From an optimization exercise on the open Yosys and OpenROAD flow, aimed at small area, a short achievable clock period and few clock cycles per item; shortcuts taken in it are not production practice. In this exercise RTL edits were held to simulation tests only and were not proved equivalent to the original. Power figures rest on the tool's default switching activity, not on a simulated workload.

==> flow/design.v <==
package chol_pkg;
    localparam int FIXED_W = 32;
    typedef logic signed [FIXED_W-1:0] fixed_t;
    localparam int FRAC_BITS = 16;
    localparam int WIDE_W    = 64;      
    typedef logic [3:0] idx_t;          
    typedef enum logic [1:0] {
        OP_LOAD = 2'd0,                 
        OP_MSUB = 2'd1,                 
        OP_SQRT = 2'd2,                 
        OP_DIV  = 2'd3                  
    } op_kind_t;
    typedef struct packed {
        op_kind_t kind;
        idx_t     row;
        idx_t     col;
    } chol_op_t;
    typedef struct packed {
        idx_t   row;
        idx_t   col;
        fixed_t value;
    } chol_wr_t;
endpackage
`timescale 1ns/1ps
module matrix_store #(
    parameter int N = 5
) (
    input  logic                             clk,
    input  logic                             rst,
    input  logic                             load,
    input  chol_pkg::fixed_t [N*(N+1)/2-1:0] a_in,
    input  chol_pkg::idx_t                   rd_a_row,
    input  chol_pkg::idx_t                   rd_a_col,
    input  chol_pkg::idx_t                   rd_b_row,
    input  chol_pkg::idx_t                   rd_b_col,
    input  chol_pkg::chol_wr_t               wr,
    input  logic                             wr_valid,
    output chol_pkg::fixed_t                 x,
    output chol_pkg::fixed_t                 y,
    output chol_pkg::fixed_t [N*(N+1)/2-1:0] l_out
);
    localparam int NUM_EL = N * (N + 1) / 2;
    chol_pkg::fixed_t [NUM_EL-1:0] mem;           
    function automatic logic [7:0] slot(input chol_pkg::idx_t r, input chol_pkg::idx_t c);
        slot = {4'd0, r} * ({4'd0, r} + 8'd1) / 8'd2 + {4'd0, c};
    endfunction
    always_ff @(posedge clk) begin
        if (rst) begin
            mem <= '0;
        end else if (load) begin
            mem <= a_in;                                   
        end else if (wr_valid) begin
            mem[slot(wr.row, wr.col)] <= wr.value;         
        end
    end
    assign x = mem[slot(rd_a_row, rd_a_col)];
    assign y = mem[slot(rd_b_row, rd_b_col)];
    assign l_out = mem;
endmodule
`timescale 1ns/1ps
module col_sequencer #(
    parameter int N = 5
) (
    input  logic               clk,
    input  logic               rst,
    input  logic               start,
    input  logic               op_ready,
    output chol_pkg::chol_op_t op,
    output logic               op_valid,
    output chol_pkg::idx_t     rd_a_row,
    output chol_pkg::idx_t     rd_a_col,
    output chol_pkg::idx_t     rd_b_row,
    output chol_pkg::idx_t     rd_b_col,
    output logic               done
);
    localparam chol_pkg::idx_t LAST = chol_pkg::idx_t'(N - 1);
    typedef enum logic [2:0] {
        S_IDLE,
        S_LOAD,                         
        S_MSUB,                         
        S_FIN,                          
        S_DRAIN                         
    } state_t;
    state_t state;
    chol_pkg::idx_t   j;                          
    chol_pkg::idx_t   i;                          
    chol_pkg::idx_t   k;                          
    logic   fire;
    assign op_valid = (state == S_LOAD) || (state == S_MSUB) || (state == S_FIN);
    assign fire     = op_valid && op_ready;
    always_comb begin
        op.row   = i;
        op.col   = j;
        rd_a_row = i;
        rd_a_col = j;
        rd_b_row = j;
        rd_b_col = k;
        case (state)
            S_MSUB: begin
                op.kind  = chol_pkg::OP_MSUB;
                rd_a_col = k;                              
            end
            S_FIN: begin
                op.kind  = (i == j) ? chol_pkg::OP_SQRT : chol_pkg::OP_DIV;
                rd_a_row = j;                              
            end
            default: begin
                op.kind = chol_pkg::OP_LOAD;
            end
        endcase
    end
    always_ff @(posedge clk) begin
        if (rst) begin
            state <= S_IDLE;
            done  <= 1'b0;
            j     <= '0;
            i     <= '0;
            k     <= '0;
        end else begin
            done <= 1'b0;
            case (state)
                S_IDLE: begin
                    if (start) begin
                        j     <= '0;
                        i     <= '0;
                        state <= S_LOAD;
                    end
                end
                S_LOAD: begin
                    if (fire) begin
                        k     <= '0;
                        state <= (j == '0) ? S_FIN : S_MSUB;   
                    end
                end
                S_MSUB: begin
                    if (fire) begin
                        if (k == j - 1'b1) begin
                            state <= S_FIN;
                        end else begin
                            k <= k + 1'b1;
                        end
                    end
                end
                S_FIN: begin
                    if (fire) begin
                        if (i != LAST) begin
                            i     <= i + 1'b1;
                            state <= S_LOAD;
                        end else if (j != LAST) begin
                            j     <= j + 1'b1;
                            i     <= j + 1'b1;             
                            state <= S_LOAD;
                        end else begin
                            state <= S_DRAIN;
                        end
                    end
                end
                S_DRAIN: begin
                    if (op_ready) begin
                        done  <= 1'b1;                     
                        state <= S_IDLE;
                    end
                end
                default: begin
                    state <= S_IDLE;
                end
            endcase
        end
    end
endmodule
`timescale 1ns/1ps
module fixed_sqrt (
    input  logic             clk,
    input  logic             rst,
    input  logic             start,
    input  chol_pkg::fixed_t radicand,
    output chol_pkg::fixed_t root,
    output logic             done
);
    localparam int OP_W  = chol_pkg::FIXED_W + chol_pkg::FRAC_BITS;     
    localparam int STEPS = OP_W / 2;                       
    localparam int CNT_W = $clog2(STEPS);
    logic [OP_W-1:0]    op_q, op_in;
    logic [STEPS-1:0]   root_q, root_in;
    logic [STEPS+2:0]   rem_q, rem_in, cand, trial;
    logic [CNT_W-1:0]   cnt;
    logic               fit;
    always_comb begin
        op_in   = start ? {radicand, {chol_pkg::FRAC_BITS{1'b0}}} : op_q;
        root_in = start ? '0 : root_q;
        rem_in  = start ? '0 : rem_q;
        cand    = {rem_in[STEPS:0], op_in[OP_W-1 -: 2]};   
        trial   = {1'b0, root_in, 2'b01};                  
        fit     = cand >= trial;
    end
    always_ff @(posedge clk) begin
        if (start || cnt != '0) begin
            op_q   <= op_in << 2;
            rem_q  <= fit ? cand - trial : cand;
            root_q <= {root_in[STEPS-2:0], fit};
        end
    end
    always_ff @(posedge clk) begin
        if (rst) begin
            cnt  <= '0;
            done <= 1'b0;
        end else begin
            done <= !start && cnt == CNT_W'(1);            
            if (start) begin
                cnt <= CNT_W'(STEPS - 1);
            end else if (cnt != '0) begin
                cnt <= cnt - 1'b1;
            end
        end
    end
    assign root = {{(chol_pkg::FIXED_W - STEPS){1'b0}}, root_q};
endmodule
`timescale 1ns/1ps
module fixed_div (
    input  logic             clk,
    input  logic             rst,
    input  logic             start,
    input  chol_pkg::fixed_t dividend,
    input  chol_pkg::fixed_t divisor,
    output chol_pkg::fixed_t quotient,
    output logic             done
);
    localparam int EL_W  = chol_pkg::FIXED_W;
    localparam int STEPS = EL_W + chol_pkg::FRAC_BITS;               
    localparam int CNT_W = $clog2(STEPS);
    logic [STEPS-1:0] qd_q, qd_in;      
    logic [EL_W:0]    rem_q, rem_in, cand;
    logic [EL_W-1:0]  dvs_q, dvs_in;
    logic [EL_W-1:0]  mag;
    logic [CNT_W-1:0] cnt;
    logic             neg_q, fit;
    always_comb begin
        mag    = dividend[EL_W-1] ? EL_W'(-dividend) : EL_W'(dividend);
        qd_in  = start ? {mag, {chol_pkg::FRAC_BITS{1'b0}}} : qd_q;
        rem_in = start ? '0 : rem_q;
        dvs_in = start ? divisor : dvs_q;
        cand   = {rem_in[EL_W-1:0], qd_in[STEPS-1]};
        fit    = cand >= {1'b0, dvs_in};
    end
    always_ff @(posedge clk) begin
        if (start || cnt != '0) begin
            qd_q  <= {qd_in[STEPS-2:0], fit};
            rem_q <= fit ? cand - {1'b0, dvs_in} : cand;
        end
        if (start) begin
            dvs_q <= divisor;                              
            neg_q <= dividend[EL_W-1];
        end
    end
    always_ff @(posedge clk) begin
        if (rst) begin
            cnt  <= '0;
            done <= 1'b0;
        end else begin
            done <= !start && cnt == CNT_W'(1);
            if (start) begin
                cnt <= CNT_W'(STEPS - 1);
            end else if (cnt != '0) begin
                cnt <= cnt - 1'b1;
            end
        end
    end
    assign quotient = neg_q ? -qd_q[EL_W-1:0] : qd_q[EL_W-1:0];
endmodule
`timescale 1ns/1ps
module chol_datapath (
    input  logic               clk,
    input  logic               rst,
    input  chol_pkg::chol_op_t op,
    input  logic               op_valid,
    input  chol_pkg::fixed_t   x,
    input  chol_pkg::fixed_t   y,
    input  logic               clear_error,
    output logic               op_ready,
    output chol_pkg::chol_wr_t wr,
    output logic               wr_valid,
    output logic               error
);
    logic signed [chol_pkg::WIDE_W-1:0] acc;
    logic signed [chol_pkg::WIDE_W-1:0] product;
    chol_pkg::fixed_t acc_fixed;
    chol_pkg::fixed_t root;
    chol_pkg::fixed_t quotient;
    chol_pkg::idx_t   dest_row;
    chol_pkg::idx_t   dest_col;
    logic   busy, take;
    logic   sqrt_start, div_start, sqrt_done, div_done;
    logic   acc_nonpos, root_bad;
    assign op_ready   = !busy;
    assign take       = op_valid && op_ready;
    assign sqrt_start = take && op.kind == chol_pkg::OP_SQRT;
    assign div_start  = take && op.kind == chol_pkg::OP_DIV;
    assign product    = x * y;                             
    assign acc_fixed  = acc[31:0];
    assign acc_nonpos = acc[chol_pkg::WIDE_W-1] || acc == '0;
    always_ff @(posedge clk) begin
        if (take && op.kind == chol_pkg::OP_LOAD) begin
            acc <= chol_pkg::WIDE_W'(x);
        end else if (take && op.kind == chol_pkg::OP_MSUB) begin
            acc <= acc - (product >>> chol_pkg::FRAC_BITS);          
        end
    end
    fixed_sqrt u_sqrt (
        .clk      (clk),
        .rst      (rst),
        .start    (sqrt_start),
        .radicand (acc_fixed),
        .root     (root),
        .done     (sqrt_done)
    );
    fixed_div u_div (
        .clk      (clk),
        .rst      (rst),
        .start    (div_start),
        .dividend (acc_fixed),
        .divisor  (x),                                     
        .quotient (quotient),
        .done     (div_done)
    );
    always_ff @(posedge clk) begin
        if (rst) begin
            busy     <= 1'b0;
            wr_valid <= 1'b0;
            error    <= 1'b0;
        end else begin
            wr_valid <= sqrt_done || div_done;
            if (sqrt_start || div_start) begin
                busy <= 1'b1;
            end else if (sqrt_done || div_done) begin
                busy <= 1'b0;
            end
            if (clear_error) begin
                error <= 1'b0;
            end else if (sqrt_start && acc_nonpos) begin
                error <= 1'b1;                             
            end
        end
    end
    always_ff @(posedge clk) begin
        if (sqrt_start || div_start) begin
            dest_row <= op.row;
            dest_col <= op.col;
        end
        if (sqrt_start) begin
            root_bad <= acc_nonpos;
        end
        if (sqrt_done || div_done) begin
            wr.row   <= dest_row;
            wr.col   <= dest_col;
            wr.value <= div_done ? quotient : (root_bad ? '0 : root);
        end
    end
endmodule
`timescale 1ns/1ps
module cholesky_top #(
    parameter int N = 5
) (
    input  logic                             clk,
    input  logic                             rst,
    input  chol_pkg::fixed_t [N*(N+1)/2-1:0] a_in,
    input  logic                             a_valid,
    output logic                             a_ready,
    output chol_pkg::fixed_t [N*(N+1)/2-1:0] l_out,
    output logic                             l_valid,
    output logic                             l_error
);
    chol_pkg::chol_op_t op;
    chol_pkg::chol_wr_t wr;
    chol_pkg::fixed_t   x, y;
    chol_pkg::idx_t     rd_a_row, rd_a_col, rd_b_row, rd_b_col;
    logic     accept, idle, done;
    logic     op_valid, op_ready, wr_valid;
    assign accept  = a_valid && a_ready;
    assign a_ready = idle || done;                         
    assign l_valid = done;
    always_ff @(posedge clk) begin
        if (rst) begin
            idle <= 1'b1;
        end else if (accept) begin
            idle <= 1'b0;
        end else if (done) begin
            idle <= 1'b1;
        end
    end
    matrix_store #(.N(N)) u_store (
        .clk      (clk),
        .rst      (rst),
        .load     (accept),
        .a_in     (a_in),
        .rd_a_row (rd_a_row),
        .rd_a_col (rd_a_col),
        .rd_b_row (rd_b_row),
        .rd_b_col (rd_b_col),
        .wr       (wr),
        .wr_valid (wr_valid),
        .x        (x),
        .y        (y),
        .l_out    (l_out)
    );
    col_sequencer #(.N(N)) u_seq (
        .clk      (clk),
        .rst      (rst),
        .start    (accept),
        .op_ready (op_ready),
        .op       (op),
        .op_valid (op_valid),
        .rd_a_row (rd_a_row),
        .rd_a_col (rd_a_col),
        .rd_b_row (rd_b_row),
        .rd_b_col (rd_b_col),
        .done     (done)
    );
    chol_datapath u_dp (
        .clk         (clk),
        .rst         (rst),
        .op          (op),
        .op_valid    (op_valid),
        .x           (x),
        .y           (y),
        .clear_error (accept),                             
        .op_ready    (op_ready),
        .wr          (wr),
        .wr_valid    (wr_valid),
        .error       (l_error)
    );
endmodule
==> flow/run.sh <==
#!/bin/bash
# synth_recipe.tcl (not shown) runs the flow's synth.tcl, then flattens the netlist and writes it again
# the make line also repeats each setting of config.mk as NAME=value (left out here)
make -C /OpenROAD-flow-scripts/flow DESIGN_CONFIG=/design/flow/config.mk WORK_HOME=/design/flow/orfs CLKGATE_MAP_FILE= SYNTH_SCRIPT=/design/flow/synth_recipe.tcl finish
==> flow/config.mk <==
export PLATFORM = sky130hd
export DESIGN_NAME = cholesky_top
export DESIGN_NICKNAME = cholesky_top
export VERILOG_FILES = /design/flow/design.v
export SDC_FILE = /design/flow/constraint.sdc
export NUM_CORES = 4
export LEC_CHECK = 0
export CAP_MARGIN = 20
export CORE_MARGIN = 2
export CORE_UTILIZATION = 40
export SLEW_MARGIN = 20
==> flow/constraint.sdc <==
create_clock -name core_clock -period 16.5 [get_ports {clk}]
set_input_delay 3.3000 -clock core_clock [delete_from_list [all_inputs] [get_ports {clk}]]
set_output_delay 3.3000 -clock core_clock [all_outputs]
set_load 0.01 [all_outputs]
==> out/summary.txt <==
worst-margin pin slew: 1250 ps
period utilisation layout: 97.0%
crit end category: register
post-synthesis simple-gate area fraction: 13.3%
die width: 469 um
crit start category: register
crit-path max FO: 30
drt wl/cell: 35.3 um
hold depth: 0
status: complete, no violations
switching power total: 12.8 mW
count leader, synth: nor2_1
area leader, netlist: fa_1
minimum clock period: 16000 ps
total CTS buffers: 101
P per Cell Area: 247 nW/um^2
Synth Warn #: 6
post-synthesis xor/xnor area fraction: 2.67%
Die H: 469 um
count of final max-slew check failures: 0
Sequential cell area: 19100 um^2
sw frac: 48.5%
post-synth top area share: 25.6%
H-tree depth: 3
fmax: 0.0625 GHz
total wire length: 475000 um
Avg Inst Size Synth: 9.30 um^2
Synth-to-Final Area Change: 24.1%
Worst Reg-to-Reg Cells: 54
vias per cell: 5.97
area of the multi-input gates: 61300 um^2
Clock Pin Slew Worst Setup and Hold Paths: 70 ps
DR pass1 iterations: 8
Clk pwr share: 8.6%
slowest stage cell, crit path: o21ai_0
Post-Syn Nets: 11200
Compound-Gate Fraction of Synth Area: 11.3%
share of cells above drive strength 1: 11.4%
Post-DP HPWL: 381000 um
largest family of logic cells by synthesized area: adder cells
CTS max path bufs: 3
initial core utilization: 40.2%
Antenna Nets Post-Route: 0
Via Count: 80400
PortBufs: 965
# nets final: 12400
Rel. slew slack: 14.1%
DRT iter0 DRCs: 9735
Netlist cell types: 83
final worst slack: 498 ps
total I/O pin count: 966
die area: 220000 um^2
min-delay worst type: register to register
power share of the sequential group: 13.9%
Cell Rows: 170
core area: 215000 um^2
Worst Setup Path Type: register to register
antenna violations before repair: 143
Internal Power: 13.6 mW
CTS tree: built
Place WS: 427 ps
CP arrival: 16550 ps
Syn Inst Count: 9295
clock latency on the worst-skew pair: 800 ps
CP max stage delay: 1000 ps
fillcell total: 20200
Seq/Total Area, Yosys: 22.1%
Post-synth ARST share: 0%
Syn Std Cell Area: 86500 um^2
GR Overflow Total: 0
Total GRT Usage: 42.8%
skew final: 55.7 ps
Area contributors post-synth: fa_1, dfxtp_1, edfxtp_1
Fin Setup TNS: 0 ps
unrepaired setup endpoints after global routing: yes
Worst Path Required: 17050 ps
design area: 107000 um^2
largest net degree at the start of global routing: 230
adder-cell share of the synthesized area: 30.6%
root buf cell: clkbuf_16
proportion of synthesized area in mux cells: 12.4%
combinational share of power: 77.5%
most frequent CP cell: fa_1
Post-synth top cells: nor2_1, inv_1, fa_1
Cell Area, Placed: 104000 um^2
# DRC: 0
Peak VDD IR: 0.496 mV
Final Hold Fails: 0
Post-synth EDFFs: 273
#FFs+latches synth: 818
number of global-route vias before repair: 78800
global-route wire length before repair: 647000 um
clock sinks: 818
Final GP Congestion: 1.16
Max-cap violations: 0
Final setup viols: 0
Most used DFF post-synth: dfxtp_1
Pleak: 46.0 nW
## sequential cells by signal, summed over array words and instances (netlist names), 3 cells and up
name,cells
u_dp.u_div.qd_q,48
u_dp.u_div.dvs_q,32
u_dp.u_sqrt.root_q,24
u_seq.i,4
u_dp.acc,64
u_dp.u_sqrt.rem_q,25
u_seq.k,4
u_dp.u_div.cnt,6
u_dp.wr,40
u_store.mem,480
u_seq.state,3
u_dp.dest_row,4
u_dp.u_div.rem_q,32
u_seq.j,4
u_dp.dest_col,4
u_dp.u_sqrt.op_q,30
u_dp.u_sqrt.cnt,5
## logic make-up after synthesis
kind of cell	count (synthesis)
flops	818
xor+xnor	260
compound gates	1440
fa+ha+maj	1451
simple gates	2739
buf+inv	1764
mux	823
## area by class of cell
class / instances / share of cell area, %
multi-input combinational: 6715 / 57.1
clock inverter: 33 / 0.304
inverter: 1143 / 4.00
clock buffer: 150 / 2.72
sequential: 818 / 17.8
tap: 2838 / 3.31
timing repair buffer: 1689 / 14.5
antenna: 80 / 0.187
## layout by cell type, fill, tap and decap left out, types with 80 or more instances in the layout
master           Yosys  final
o21ai_0            215    211
xor2_1             106    104
buf_4                0    680
fa_1              1105   1103
a21oi_1            282    281
clkbuf_16            0    103
inv_1             1136   1135
diode_2              0     80
clkdlybuf4s50_1      0    964
dfxtp_1            545    545
mux2i_1            615    613
nand3_1             91     88
xnor2_1            151    149
nor2_1            1261   1246
ha_1               346    344
nand2_1            947    944
a211oi_1           527    497
a21o_1             107    107
mux4_2             193    193
edfxtp_1           273    273
and2_1             109    109
## power by group through the flow
stage / Clock [mW] / Sequential (mW) / Combinational [mW]
after global routing: 2.34 / 3.70 / 22.5
after global placement: 0 / 3.67 / 19.7
after floorplan: 0 / 3.49 / 12.0
after detailed placement: 0 / 3.67 / 19.9
final: 2.27 / 3.68 / 20.5
after CTS: 2.28 / 3.63 / 20.2
## final timing paths
check / from / slack (ps) / to
max reg2reg: u_seq.j[0] / 500 / u_dp.acc[51]
max: u_seq.j[0] / 500 / u_dp.acc[51]
min reg2reg: u_dp.dest_row[0] / 420 / u_dp.wr[36]
min: u_dp.dest_row[0] / 420 / u_dp.wr[36]
## metrics by stage
stage	power (mW)	hold slack, ps	cells	utilization (%)
floorplan	15.5	400	9295	-
global placement	23.4	404	13200	48.2
detailed placement	23.6	415	13200	48.3
CTS	26.1	405	13400	49.8
global route	28.6	410	13400	49.9
finish	26.5	415	13500	49.9
## worst max-delay path: cells and delay by family (launching register included)
family	cells	cell delay, ps
adders and majority gates	16	6940
AOI/OAI and AO/OA	19	5020
and+or+nand+nor	8	1580
buffers and inverters	9	1380
xor gates and xnor gates	2	410
DFF	1	330
## what timing repair did
| item | 4_1_cts | 5_1_grt |
|---|---|---|
| endpoints found under the setup margin | 0 | 24 |
| hold buffers | 0 | 0 |
| buffers inserted | 0 | 1 |
| gates resized for setup | 0 | 38 |
## routing by layer
metal | global-route usage [%] | share of wire [%] | routed length (um) | up-vias
li1 | - | - | - | 33300
met1 | 53.4 | 38 | 181000 | 40700
met4 | 25.3 | 6.9 | 32800 | 52
met5 | 2.19 | 0.25 | 1210 | -
met3 | 22.8 | 16 | 73900 | 1145
met2 | 57.6 | 39 | 186000 | 5201
Testbench counts, summed over its fixed seeds: cycles 83,456, items 128.

port drivers added, routing unchanged:
Ports are ideal in the flow. The routed layout listed here was re-timed in OpenROAD. Step 1 (the two cells are an assumption about what drives the block):
set clk [get_ports {clk}]
set_driving_cell -lib_cell sky130_fd_sc_hd__clkbuf_16 $clk
set_driving_cell -lib_cell sky130_fd_sc_hd__buf_2 [delete_from_list [all_inputs] $clk]
Step 2 adds t to the input delays and takes it off the output delays; t is the mean of the earliest and latest rising clock arrival at the registers after step 1. Input paths then give back, and output paths get back, about the clock's delay inside the block. Three values: no drivers, after step 1, after step 2; two values: the first two.
t (ns): 0.879
slack for setup (ns): 0.498 / 0.498 / 0.498
worst register clock-pin slew, ns: 0.09 / 0.09
After both steps this run still meets setup and hold. For this run, drivers alone change the setup slack by 0.000 ns; drivers and shift together by 0.000 ns.
